Context: an optimization exercise on an open-source flow, tuned for small area and a short achievable clock period. The choices shown serve that exercise and are no tape-out recipe. In this exercise RTL edits were held to simulation tests only and were not proved equivalent to the original. Power figures rest on the tool's default switching activity, not on a simulated workload.

Setup of rev 12:
// vid_top
module vid_top #(
    parameter int H_VISIBLE = 16,
    parameter int H_FRONT   = 2,
    parameter int H_SYNC    = 4,
    parameter int H_BACK    = 2,
    parameter int V_VISIBLE = 8,
    parameter int V_FRONT   = 1,
    parameter int V_SYNC    = 2,
    parameter int V_BACK    = 1
)(
    input  wire logic           clk,
    input  wire logic           reset_i,
    input  wire logic           bus_cs_n_i,
    input  wire logic           bus_rd_nwr_i,
    input  wire logic [3:0]     bus_reg_num_i,
    input  wire logic           bus_bytesel_i,
    input  wire logic [7:0]     bus_data_i,
    output logic      [7:0]     bus_data_o,
    output logic                bus_intr_o,
    output logic      [3:0]     red_o,
    output logic      [3:0]     green_o,
    output logic      [3:0]     blue_o,
    output logic                hsync_o,
    output logic                vsync_o,
    output logic                dv_de_o
);
Size: roughly 6700 cells after synthesis, roughly 4500 flip-flops, ~41 I/O pins.
export LEC_CHECK = 0
export CAP_MARGIN = 20
export CORE_MARGIN = 2
export CORE_UTILIZATION = 60
export CTS_CLUSTER_DIAMETER = 50
export CTS_CLUSTER_SIZE = 30
export SETUP_SLACK_MARGIN = 4.0
export SLEW_MARGIN = 20
create_clock -name core_clock -period 7.0 [get_ports {clk}]
run.sh (not shown) runs the stock make flow with config.mk's settings and CLKGATE_MAP_FILE= SYNTH_SCRIPT=/design/flow/synth_recipe.tcl, a recipe that flattens the netlist after the stock synthesis.
Rev 12 finished all stages; layout check result: FAIL, due to antenna rules.
diff inputs: rev 12 => rev 13
diff --git a/flow/design.v b/flow/design.v
--- a/flow/design.v
+++ b/flow/design.v
@@ -15,45 +15,43 @@
 localparam logic [3:0] REG_RD_ADDR  = 4'h4;     
 localparam logic [3:0] REG_XR_ADDR  = 4'h5;     
 localparam logic [3:0] REG_XR_DATA  = 4'h6;     
 localparam xr_addr_t XR_PALETTE_BASE = 5'h00;   
 localparam xr_addr_t XR_LINE_CMP     = 5'h10;   
 endpackage
 `default_nettype wire
 `default_nettype none
 `timescale 1ns/10ps
 module vram_arb(
     input  wire logic           clk,
     input  wire logic [2:0]     ph,
-    input  wire logic           wr_en_i,         
+    input  wire logic           wr_hit_i,        
     input  wire logic [7:0]     wr_addr_i,
     input  wire logic [15:0]    wr_data_i,
-    output logic                wr_hit_o,        
     input  wire logic [7:0]     rd_addr_i,
     output logic                rd_hit_o,
     output logic [15:0]         rd_data_o,
     input  wire logic [1:0]     vid_ring_i,
     input  wire logic [2:0]     vid_pos_i,       
     output logic [15:0]         vid_data_o
 );
 localparam int N_RING = 32;
 localparam int LEN    = 8;
 logic [N_RING*16-1:0]   taps;
 logic [4*LEN*16-1:0]    vid_cand;
-assign wr_hit_o = wr_en_i && (wr_addr_i[2:0] == ph);
 assign rd_hit_o = (rd_addr_i[2:0] == ph);
 for (genvar r = 0; r < N_RING; r++) begin : g_ring
     logic [LEN*16-1:0]  q;
     logic               we;
-    assign we = wr_hit_o && (wr_addr_i[7:3] == 5'(r));
+    assign we = wr_hit_i && (wr_addr_i[7:3] == 5'(r));
     always_ff @(posedge clk) begin
         q <= {q[(LEN-1)*16-1:0], we ? wr_data_i : q[LEN*16-1 -: 16]};
     end
     assign taps[r*16 +: 16] = q[LEN*16-1 -: 16];
     if (r < 4) begin : g_vid
         assign vid_cand[r*LEN*16 +: LEN*16] = q;
     end
 end
 assign rd_data_o = taps[rd_addr_i[7:3]*16 +: 16];
 logic [4*16-1:0] vid_at_pos;
 for (genvar r = 0; r < 4; r++) begin : g_vpos
     logic [LEN*16-1:0] c;
@@ -108,25 +106,25 @@
 logic [15:0]    rd_addr;
 logic [15:0]    xr_addr;
 logic [15:0]    xr_data;
 logic [15:0]    prefetch;
 logic           xr_wr;
 logic [1:0]     intr_mask;
 logic [1:0]     intr_clear;
 logic [1:0]     intr_status;
 logic [15:0]    rd_word;
 logic           wpend;           
 logic [7:0]     pend_addr;       
 logic [7:0]     pend_lo;         
-logic           wr_hit;
+logic           wr_hit;          
 logic           fwd_ok;          
 logic           rpend;           
 logic           rd_hit;
 logic [15:0]    rd_data;
 assign wword   = {hi_byte, bus_data_i};
 assign wr_lo   = !bus_cs_n_i && !bus_rd_nwr_i && bus_bytesel_i;
 assign wr_hi   = !bus_cs_n_i && !bus_rd_nwr_i && !bus_bytesel_i;
 assign rd_next = !bus_cs_n_i && bus_rd_nwr_i && bus_bytesel_i && (bus_reg_num_i == vid_pkg::REG_DATA);
 always_comb begin
     for (int i = 0; i < 8; i++) begin
         wsel[i] = wr_lo && (bus_reg_num_i == 4'(i));
     end
@@ -253,29 +251,37 @@
         wn = (v_count == V_W'(V_TOTAL - 1)) ? 5'd0 : {v_count[2:0] + 3'd1, 2'd0};
     end
 end
 always_ff @(posedge clk) begin
     if (reset_i) begin
         vid_ring <= 2'd0;
         vid_pos  <= 3'd0 - ph;
     end else begin
         vid_ring <= wn[4:3];
         vid_pos  <= wn[2:0] - ph;
     end
 end
+always_ff @(posedge clk) begin
+    if (reset_i) begin
+        wr_hit <= 1'b0;
+    end else if (wsel[vid_pkg::REG_DATA]) begin
+        wr_hit <= (wr_addr[2:0] == ph_next);
+    end else begin
+        wr_hit <= wpend && !wr_hit && (pend_addr[2:0] == ph_next);
+    end
+end
 vram_arb vram_arb(
     .clk(clk),                  .ph(ph),
-    .wr_en_i(wpend),            .wr_addr_i(pend_addr),
+    .wr_hit_i(wr_hit),          .wr_addr_i(pend_addr),
     .wr_data_i({hi_byte, pend_lo}),
-    .wr_hit_o(wr_hit),
     .rd_addr_i(rd_addr[7:0]),   .rd_hit_o(rd_hit),
     .rd_data_o(rd_data),
     .vid_ring_i(vid_ring),      .vid_pos_i(vid_pos),
     .vid_data_o(vid_mem)
 );
 always_ff @(posedge clk) begin
     if (fetch) begin
         vid_data <= (wpend && fwd_ok && pend_addr == {3'b0, vid_word}) ? {hi_byte, pend_lo} : vid_mem;
     end
 end
 logic [11:0]    palette [16];
 logic [3:0]     pix_idx;
## What came out
Going from rev 12 to rev 13, proportion of cell area occupied by registers flat, cell area flat.
The final core area utilization was comparable across rev 12 and rev 13.
Between rev 12 and rev 13, the clock latency at the later pin of the worst-skew pair figures differ only marginally.
Having completed the whole flow, rev 13 delivered a layout that passed the timing, design-rule and antenna checks.
Rev 13 vs rev 12: routed wire length down slightly
Per the comparison of rev 13 with rev 12, synthesized net count -37; sequential fraction of design power ~0 delta; maximum frequency -about 1.3%; worst hold slack ~0 delta; weighted congestion at the end of routability-driven global placement -1.5%.
Rev 12 and rev 13 ended up with nearly the same starting density of the core.

## what the ideal ports hide
No port has a modelled driver above. Below, the same layouts with a new extraction and two added sets of constraints. Step 1 assumes that a clkbuf_16 drives the clock port and a buf_2 every other input. Step 2 times the ports against the registers' clock, not the clock port: input delays grow and output delays shrink by t, the midpoint of the rising clock arrivals with the driver on. a / b / c = no drivers / after step 1 / after step 2; a / b = the first two.
| run | shift t [ns] | slack for setup (ns) | hold WS [ns] |
|---|---|---|---|
| rev 12 | 0.950 | 4.011 / 4.011 / 3.103 | 0.306 / 0.306 / 0.306 |
| rev 13 | 0.962 | 3.971 / 3.971 / 3.161 | 0.308 / 0.308 / 0.308 |
For rev 12, which loses most, drivers alone change the setup slack by 0.000 ns; drivers and shift together by -0.908 ns.
